What follows belongs to an exercise in optimizing a design on an open flow for small area, a short achievable clock period and few clock cycles per item; a production flow would make more cautious choices.
RTL that was checked went through simulation tests only; none was proved equivalent to the original.

==> inputs of run D <==
==> flow/design.v <==
package mfs_pkg;
    localparam int QUEUE_DEPTH = 16;
    localparam int CNT_W       = $clog2(QUEUE_DEPTH + 1);
    localparam int REQ_W       = 2;
    localparam int SRC_W       = 16;
    localparam int MSG_W       = 32;
    localparam int PRI_W       = 8;
    localparam int OCC_W       = 5;
    localparam int ENT_W       = SRC_W + MSG_W + PRI_W;
    localparam logic [REQ_W-1:0] REQ_ENQUEUE = 2'd0;
    localparam logic [REQ_W-1:0] REQ_DEQUEUE = 2'd1;
    localparam logic [REQ_W-1:0] REQ_SEARCH  = 2'd2;
    localparam logic [REQ_W-1:0] REQ_CLEAR   = 2'd3;
endpackage
module mfs_store (
    input  logic                                  i_clk,
    input  logic                                  i_shift,
    input  logic [mfs_pkg::ENT_W-1:0]             i_wr_entry,
    input  logic [mfs_pkg::MSG_W-1:0]             i_key,
    output logic [mfs_pkg::QUEUE_DEPTH-1:0]       o_hit,
    output logic [mfs_pkg::QUEUE_DEPTH*mfs_pkg::ENT_W-1:0] o_slots
);
    logic [mfs_pkg::ENT_W-1:0] r_mem [0:mfs_pkg::QUEUE_DEPTH-1];
    always_ff @(posedge i_clk) begin
        if (i_shift) begin
            r_mem[0] <= i_wr_entry;
            for (int i = 1; i < mfs_pkg::QUEUE_DEPTH; i++)
                r_mem[i] <= r_mem[i-1];
        end
    end
    always_comb begin
        for (int i = 0; i < mfs_pkg::QUEUE_DEPTH; i++) begin
            o_slots[i*mfs_pkg::ENT_W +: mfs_pkg::ENT_W] = r_mem[i];
            o_hit[i]  = (r_mem[i][mfs_pkg::PRI_W +: mfs_pkg::MSG_W] == i_key);
        end
    end
endmodule
module mfs_ctrl (
    input  logic [mfs_pkg::QUEUE_DEPTH-1:0]       i_pick,
    input  logic [mfs_pkg::QUEUE_DEPTH/4-1:0]     i_grp,
    input  logic [mfs_pkg::QUEUE_DEPTH*mfs_pkg::ENT_W-1:0] i_slots,
    output logic                                  o_found,
    output logic [mfs_pkg::ENT_W-1:0]             o_entry
);
    localparam int G = mfs_pkg::QUEUE_DEPTH / 4;
    logic [G-1:0]              gsel;
    logic [mfs_pkg::ENT_W-1:0] gval [0:G-1];
    always_comb begin
        for (int g = 0; g < G; g++) begin
            gsel[g] = i_grp[g];
            for (int h = g + 1; h < G; h++)
                gsel[g] = gsel[g] & !i_grp[h];
            gval[g] = '0;
            for (int k = 0; k < 4; k++)
                gval[g] = gval[g] | ({mfs_pkg::ENT_W{i_pick[4*g+k]}}
                                     & i_slots[(4*g+k)*mfs_pkg::ENT_W +: mfs_pkg::ENT_W]);
        end
        o_found = |i_grp;
        o_entry = '0;
        for (int g = 0; g < G; g++)
            o_entry = o_entry | ({mfs_pkg::ENT_W{gsel[g]}} & gval[g]);
    end
endmodule
module message_fifo_with_search_unit (
    input  logic       i_clk,
    input  logic       i_rst_n,
    input  logic                             i_req_valid,
    output logic                             o_req_ready,
    input  logic        [mfs_pkg::REQ_W-1:0] i_req_type,
    input  logic        [mfs_pkg::SRC_W-1:0] i_req_source,
    input  logic signed [mfs_pkg::MSG_W-1:0] i_req_message,
    input  logic        [mfs_pkg::PRI_W-1:0] i_req_priority,
    output logic                             o_rsp_valid,
    input  logic                             i_rsp_ready,
    output logic                             o_rsp_ok,
    output logic        [mfs_pkg::SRC_W-1:0] o_rsp_source,
    output logic signed [mfs_pkg::MSG_W-1:0] o_rsp_message,
    output logic        [mfs_pkg::PRI_W-1:0] o_rsp_priority,
    output logic        [mfs_pkg::OCC_W-1:0] o_rsp_occupancy
);
    localparam int D = mfs_pkg::QUEUE_DEPTH;
    localparam int G = D / 4;
    logic [D-1:0]               r_valid;     
    logic                       r_b_valid;
    logic                       r_b_ok;      
    logic [D-1:0]               r_b_pick;    
    logic [G-1:0]               r_b_grp;     
    logic                       r_out_valid;
    logic                       r_both;      
    logic                       r_out_ok;
    logic [mfs_pkg::ENT_W-1:0]  r_out_entry;
    logic [mfs_pkg::OCC_W-1:0]  r_out_occ;
    logic                       accept;
    logic                       full;
    logic                       empty;
    logic                       is_enq, is_deq, is_srch, is_clr;
    logic                       shift;
    logic [D-1:0]               hit;
    logic [D-1:0]               front;
    logic [D-1:0]               cand;
    logic [D-1:0]               lfirst;
    logic [G-1:0]               gany;
    logic [D*mfs_pkg::ENT_W-1:0] slots;
    logic                       found;
    logic [mfs_pkg::ENT_W-1:0]  entry;
    logic                       b_move;
    logic                       n_b_valid;
    logic                       n_out_valid;
    logic [mfs_pkg::OCC_W-1:0]  occ;
    assign full    = r_valid[D-1];
    assign empty   = !r_valid[0];
    assign is_enq  = (i_req_type == mfs_pkg::REQ_ENQUEUE);
    assign is_deq  = (i_req_type == mfs_pkg::REQ_DEQUEUE);
    assign is_srch = (i_req_type == mfs_pkg::REQ_SEARCH);
    assign is_clr  = (i_req_type == mfs_pkg::REQ_CLEAR);
    assign b_move      = !r_out_valid || i_rsp_ready;
    assign o_req_ready = !r_both || i_rsp_ready;
    assign accept      = i_req_valid && o_req_ready;
    assign shift       = accept && is_enq && !full;
    assign front = r_valid & ~{1'b0, r_valid[D-1:1]};
    always_comb begin
        occ = '0;
        for (int i = 0; i < D; i++)
            if (front[i])
                occ = occ | mfs_pkg::OCC_W'(i + 1);
    end
    mfs_store u_store (
        .i_clk      (i_clk),
        .i_shift    (shift),
        .i_wr_entry ({i_req_source, i_req_message, i_req_priority}),
        .i_key      (i_req_message),
        .o_hit      (hit),
        .o_slots    (slots)
    );
    always_comb begin
        cand = is_deq ? front : (is_srch ? (hit & r_valid) : '0);
        for (int g = 0; g < G; g++) begin
            gany[g] = |cand[4*g +: 4];
            lfirst[4*g+3] = cand[4*g+3];
            lfirst[4*g+2] = cand[4*g+2] & !cand[4*g+3];
            lfirst[4*g+1] = cand[4*g+1] & !cand[4*g+2] & !cand[4*g+3];
            lfirst[4*g+0] = cand[4*g+0] & !cand[4*g+1] & !cand[4*g+2] & !cand[4*g+3];
        end
    end
    mfs_ctrl u_pick (
        .i_pick  (r_b_pick),
        .i_grp   (r_b_grp),
        .i_slots (slots),
        .o_found (found),
        .o_entry (entry)
    );
    always_ff @(posedge i_clk) begin
        if (!i_rst_n) begin
            r_valid <= '0;
        end else if (accept) begin
            if (is_enq && !full)
                r_valid <= {r_valid[D-2:0], 1'b1};
            else if (is_deq && !empty)
                r_valid <= {1'b0, r_valid[D-1:1]};
            else if (is_clr)
                r_valid <= '0;
        end
    end
    always_comb begin
        n_b_valid = r_b_valid;
        if (accept)
            n_b_valid = 1'b1;
        else if (b_move)
            n_b_valid = 1'b0;
        n_out_valid = r_out_valid;
        if (r_b_valid && b_move)
            n_out_valid = 1'b1;
        else if (i_rsp_ready)
            n_out_valid = 1'b0;
    end
    always_ff @(posedge i_clk) begin
        if (!i_rst_n) begin
            r_b_valid   <= 1'b0;
            r_out_valid <= 1'b0;
            r_both      <= 1'b0;
        end else begin
            r_b_valid   <= n_b_valid;
            r_out_valid <= n_out_valid;
            r_both      <= n_b_valid && n_out_valid;
        end
    end
    always_ff @(posedge i_clk) begin
        if (accept) begin
            r_b_ok   <= (is_enq && !full) || is_clr;
            r_b_pick <= lfirst;
            r_b_grp  <= gany;
        end
    end
    always_ff @(posedge i_clk) begin
        if (r_b_valid && b_move) begin
            r_out_ok    <= r_b_ok || found;
            r_out_entry <= entry;
            r_out_occ   <= occ;
        end
    end
    assign o_rsp_valid     = r_out_valid;
    assign o_rsp_ok        = r_out_ok;
    assign o_rsp_source    = r_out_entry[mfs_pkg::PRI_W + mfs_pkg::MSG_W +: mfs_pkg::SRC_W];
    assign o_rsp_message   = r_out_entry[mfs_pkg::PRI_W +: mfs_pkg::MSG_W];
    assign o_rsp_priority  = r_out_entry[0 +: mfs_pkg::PRI_W];
    assign o_rsp_occupancy = r_out_occ;
endmodule
==> flow/flow/run.sh <==
#!/bin/bash
# Layout flow: the standard flow (standard.sh, unchanged synthesis), with
# the input and output port buffers made from sky130_fd_sc_hd__buf_2 cells
# instead of the cell buffer_ports picks by default.
# The ORFS make output goes to standard.log; each step's own log is kept under
# orfs/logs/ by ORFS.
set -euo pipefail
export BUFFER_PORTS_ARGS="-buffer_cell sky130_fd_sc_hd__buf_2"
bash standard.sh > standard.log 2>&1
==> flow/standard.sh <==
#!/bin/bash
# synth_recipe.tcl (not shown) runs the flow's synth.tcl, then flattens the netlist and writes it again
# the make line also repeats each setting of config.mk as NAME=value (left out here)
make -C /OpenROAD-flow-scripts/flow DESIGN_CONFIG=/design/flow/config.mk WORK_HOME=/design/flow/orfs CLKGATE_MAP_FILE= SYNTH_SCRIPT=/design/flow/synth_recipe.tcl "${@:-finish}"
==> flow/config.mk <==
export PLATFORM = sky130hd
export DESIGN_NAME = message_fifo_with_search_unit
export DESIGN_NICKNAME = message_fifo_with_search_unit
export VERILOG_FILES = /design/flow/design.v
export SDC_FILE = /design/flow/constraint.sdc
export NUM_CORES = 4
export LEC_CHECK = 0
export CAP_MARGIN = 20
export CORE_MARGIN = 2
export CORE_UTILIZATION = 40
export CTS_CLUSTER_DIAMETER = 120
export CTS_CLUSTER_SIZE = 24
export PLACE_DENSITY = 0.8
export SETUP_SLACK_MARGIN = 2.7
export SLEW_MARGIN = 20
==> flow/constraint.sdc <==
create_clock -name core_clock -period 5.0 [get_ports {i_clk}]
set_input_delay 1.0000 -clock core_clock [delete_from_list [all_inputs] [get_ports {i_clk}]]
set_output_delay 1.0000 -clock core_clock [all_outputs]
set_load 0.01 [all_outputs]
==> run K: changes against run D <==
==> flow/design.v, changed modules only <==
module mfs_ctrl (
    input  logic [mfs_pkg::QUEUE_DEPTH-1:0]       i_pick,
    input  logic [mfs_pkg::QUEUE_DEPTH*mfs_pkg::ENT_W-1:0] i_slots,
    output logic                                  o_found,
    output logic [mfs_pkg::ENT_W-1:0]             o_entry
);
    logic [mfs_pkg::QUEUE_DEPTH-1:0] above;
    logic [mfs_pkg::QUEUE_DEPTH-1:0] sel;
    always_comb begin
        above[mfs_pkg::QUEUE_DEPTH-1] = 1'b0;
        for (int i = mfs_pkg::QUEUE_DEPTH - 2; i >= 0; i--)
            above[i] = above[i+1] | i_pick[i+1];
        sel     = i_pick & ~above;
        o_found = |i_pick;
        o_entry = '0;
        for (int i = 0; i < mfs_pkg::QUEUE_DEPTH; i++)
            o_entry = o_entry | ({mfs_pkg::ENT_W{sel[i]}} & i_slots[i*mfs_pkg::ENT_W +: mfs_pkg::ENT_W]);
    end
endmodule
module message_fifo_with_search_unit (
    input  logic       i_clk,
    input  logic       i_rst_n,
    input  logic                             i_req_valid,
    output logic                             o_req_ready,
    input  logic        [mfs_pkg::REQ_W-1:0] i_req_type,
    input  logic        [mfs_pkg::SRC_W-1:0] i_req_source,
    input  logic signed [mfs_pkg::MSG_W-1:0] i_req_message,
    input  logic        [mfs_pkg::PRI_W-1:0] i_req_priority,
    output logic                             o_rsp_valid,
    input  logic                             i_rsp_ready,
    output logic                             o_rsp_ok,
    output logic        [mfs_pkg::SRC_W-1:0] o_rsp_source,
    output logic signed [mfs_pkg::MSG_W-1:0] o_rsp_message,
    output logic        [mfs_pkg::PRI_W-1:0] o_rsp_priority,
    output logic        [mfs_pkg::OCC_W-1:0] o_rsp_occupancy
);
    localparam int D = mfs_pkg::QUEUE_DEPTH;
    logic [D-1:0]               r_valid;     
    logic [mfs_pkg::CNT_W-1:0]  r_count;
    logic                       r_b_valid;
    logic                       r_b_ok;      
    logic [D-1:0]               r_b_pick;
    logic                       r_out_valid;
    logic                       r_out_ok;
    logic [mfs_pkg::ENT_W-1:0]  r_out_entry;
    logic [mfs_pkg::OCC_W-1:0]  r_out_occ;
    logic                       accept;
    logic                       full;
    logic                       empty;
    logic                       is_enq, is_deq, is_srch, is_clr;
    logic                       shift;
    logic [D-1:0]               hit;
    logic [D-1:0]               front;
    logic [D*mfs_pkg::ENT_W-1:0] slots;
    logic                       found;
    logic [mfs_pkg::ENT_W-1:0]  entry;
    logic                       b_move;
    assign full    = r_valid[D-1];
    assign empty   = !r_valid[0];
    assign is_enq  = (i_req_type == mfs_pkg::REQ_ENQUEUE);
    assign is_deq  = (i_req_type == mfs_pkg::REQ_DEQUEUE);
    assign is_srch = (i_req_type == mfs_pkg::REQ_SEARCH);
    assign is_clr  = (i_req_type == mfs_pkg::REQ_CLEAR);
    assign b_move      = !r_out_valid || i_rsp_ready;
    assign o_req_ready = !r_b_valid || b_move;
    assign accept      = i_req_valid && o_req_ready;
    assign shift       = accept && is_enq && !full;
    assign front = r_valid & ~{1'b0, r_valid[D-1:1]};
    mfs_store u_store (
        .i_clk      (i_clk),
        .i_shift    (shift),
        .i_wr_entry ({i_req_source, i_req_message, i_req_priority}),
        .i_key      (i_req_message),
        .o_hit      (hit),
        .o_slots    (slots)
    );
    mfs_ctrl u_pick (
        .i_pick  (r_b_pick),
        .i_slots (slots),
        .o_found (found),
        .o_entry (entry)
    );
    always_ff @(posedge i_clk) begin
        if (!i_rst_n) begin
            r_valid   <= '0;
            r_count   <= '0;
            r_b_valid <= 1'b0;
        end else begin
            if (accept) begin
                r_b_valid <= 1'b1;
                if (is_enq && !full) begin
                    r_valid <= {r_valid[D-2:0], 1'b1};
                    r_count <= r_count + 1'b1;
                end else if (is_deq && !empty) begin
                    r_valid <= {1'b0, r_valid[D-1:1]};
                    r_count <= r_count - 1'b1;
                end else if (is_clr) begin
                    r_valid <= '0;
                    r_count <= '0;
                end
            end else if (b_move) begin
                r_b_valid <= 1'b0;
            end
        end
    end
    always_ff @(posedge i_clk) begin
        if (accept) begin
            r_b_ok   <= (is_enq && !full) || is_clr;
            r_b_pick <= is_deq ? front : (is_srch ? (hit & r_valid) : '0);
        end
    end
    always_ff @(posedge i_clk) begin
        if (!i_rst_n) begin
            r_out_valid <= 1'b0;
        end else if (r_b_valid && b_move) begin
            r_out_valid <= 1'b1;
        end else if (i_rsp_ready) begin
            r_out_valid <= 1'b0;
        end
    end
    always_ff @(posedge i_clk) begin
        if (r_b_valid && b_move) begin
            r_out_ok    <= r_b_ok || found;
            r_out_entry <= entry;
            r_out_occ   <= r_count;
        end
    end
    assign o_rsp_valid     = r_out_valid;
    assign o_rsp_ok        = r_out_ok;
    assign o_rsp_source    = r_out_entry[mfs_pkg::PRI_W + mfs_pkg::MSG_W +: mfs_pkg::SRC_W];
    assign o_rsp_message   = r_out_entry[mfs_pkg::PRI_W +: mfs_pkg::MSG_W];
    assign o_rsp_priority  = r_out_entry[0 +: mfs_pkg::PRI_W];
    assign o_rsp_occupancy = r_out_occ;
endmodule
==> flow/run.sh (new file) <==
#!/bin/bash
# synth_recipe.tcl (not shown) runs the flow's synth.tcl, then flattens the netlist and writes it again
# the make line also repeats each setting of config.mk as NAME=value (left out here)
make -C /OpenROAD-flow-scripts/flow DESIGN_CONFIG=/design/flow/config.mk WORK_HOME=/design/flow/orfs CLKGATE_MAP_FILE= SYNTH_SCRIPT=/design/flow/synth_recipe.tcl finish
CORE_UTILIZATION = 55   (was 40)
CTS_CLUSTER_DIAMETER = not set   (was 120)
CTS_CLUSTER_SIZE = not set   (was 24)
PLACE_DENSITY = not set   (was 0.8)
SETUP_SLACK_MARGIN = 2.5   (was 2.7)
removed: flow/flow/run.sh
removed: flow/standard.sh
==> run R: changes against run D <==
--- a/flow/design.v
+++ b/flow/design.v
@@ -45,4 +45,5 @@
     localparam int G = mfs_pkg::QUEUE_DEPTH / 4;
     logic [G-1:0]              gsel;
+    logic [mfs_pkg::QUEUE_DEPTH-1:0] lfirst;
     logic [mfs_pkg::ENT_W-1:0] gval [0:G-1];
     always_comb begin
@@ -51,7 +52,11 @@
             for (int h = g + 1; h < G; h++)
                 gsel[g] = gsel[g] & !i_grp[h];
+            lfirst[4*g+3] = i_pick[4*g+3];
+            lfirst[4*g+2] = i_pick[4*g+2] & !i_pick[4*g+3];
+            lfirst[4*g+1] = i_pick[4*g+1] & !i_pick[4*g+2] & !i_pick[4*g+3];
+            lfirst[4*g+0] = i_pick[4*g+0] & !i_pick[4*g+1] & !i_pick[4*g+2] & !i_pick[4*g+3];
             gval[g] = '0;
             for (int k = 0; k < 4; k++)
-                gval[g] = gval[g] | ({mfs_pkg::ENT_W{i_pick[4*g+k]}}
+                gval[g] = gval[g] | ({mfs_pkg::ENT_W{lfirst[4*g+k]}}
                                      & i_slots[(4*g+k)*mfs_pkg::ENT_W +: mfs_pkg::ENT_W]);
         end
@@ -99,5 +104,4 @@
     logic [D-1:0]               front;
     logic [D-1:0]               cand;
-    logic [D-1:0]               lfirst;
     logic [G-1:0]               gany;
     logic [D*mfs_pkg::ENT_W-1:0] slots;
@@ -137,8 +141,4 @@
         for (int g = 0; g < G; g++) begin
             gany[g] = |cand[4*g +: 4];
-            lfirst[4*g+3] = cand[4*g+3];
-            lfirst[4*g+2] = cand[4*g+2] & !cand[4*g+3];
-            lfirst[4*g+1] = cand[4*g+1] & !cand[4*g+2] & !cand[4*g+3];
-            lfirst[4*g+0] = cand[4*g+0] & !cand[4*g+1] & !cand[4*g+2] & !cand[4*g+3];
         end
     end
@@ -188,5 +188,5 @@
         if (accept) begin
             r_b_ok   <= (is_enq && !full) || is_clr;
-            r_b_pick <= lfirst;
+            r_b_pick <= cand;
             r_b_grp  <= gany;
         end
CTS_BUF_LIST = sky130_fd_sc_hd__clkbuf_8   (was not set)
CTS_CLUSTER_DIAMETER = 90   (was 120)
CTS_CLUSTER_SIZE = 14   (was 24)
PLACE_DENSITY = not set   (was 0.8)
==> summary of the runs <==
Via count, highest first: run K, run R, run D.
The highest critical path depth belongs to run K, the lowest to run R.
The lowest maximum frequency belongs to run K, the highest to run D.
The lowest synthesized area belongs to run D, the highest to run K.
Sequential share of layout area: run K < run R < run D.
Non-clock buffer count, highest first: run K, run R, run D.
Testbench counts of run D, summed over its fixed seeds: cycles 24,016, items 24,000.
Testbench counts of run K, summed over its fixed seeds: cycles 24,016, items 24,000.
The RTL of run R was laid out without a check of its function.

## afterwards: timing with drivers on the ports
The results above use ideal ports. As a check the final layouts listed here were re-extracted and re-timed, cells and wires unchanged.
Step 1 (the two cells are an assumption about what drives the block):
set clk [get_ports {i_clk}]
set_driving_cell -lib_cell sky130_fd_sc_hd__clkbuf_16 $clk
set_driving_cell -lib_cell sky130_fd_sc_hd__buf_2 [delete_from_list [all_inputs] $clk]
Step 2 moves the port delays by t, midway between the first and last clock arrival at a register: inputs arrive t later, outputs are due t later. That takes back most of the time a late clock gives input paths.
Slacks: ideal ports / drivers / drivers and shift; pairs: ideal ports / drivers.
| run | t, ns | setup slack, ns | worst setup path at the end | worst data-port slew with drivers (ns) |
|---|---|---|---|---|
| run D | 0.722 | 2.570 / 2.570 / 1.970 | input to register | 0.11 |
| run K | 0.739 | 2.360 / 2.360 / 1.780 | input to register | 0.11 |
| run R | 0.794 | 2.529 / 2.467 / 1.902 | input to register | 0.13 |
After both steps setup and hold are still met in every run listed. For run R, which loses most, drivers alone change the setup slack by -0.062 ns; drivers and shift together by -0.627 ns.
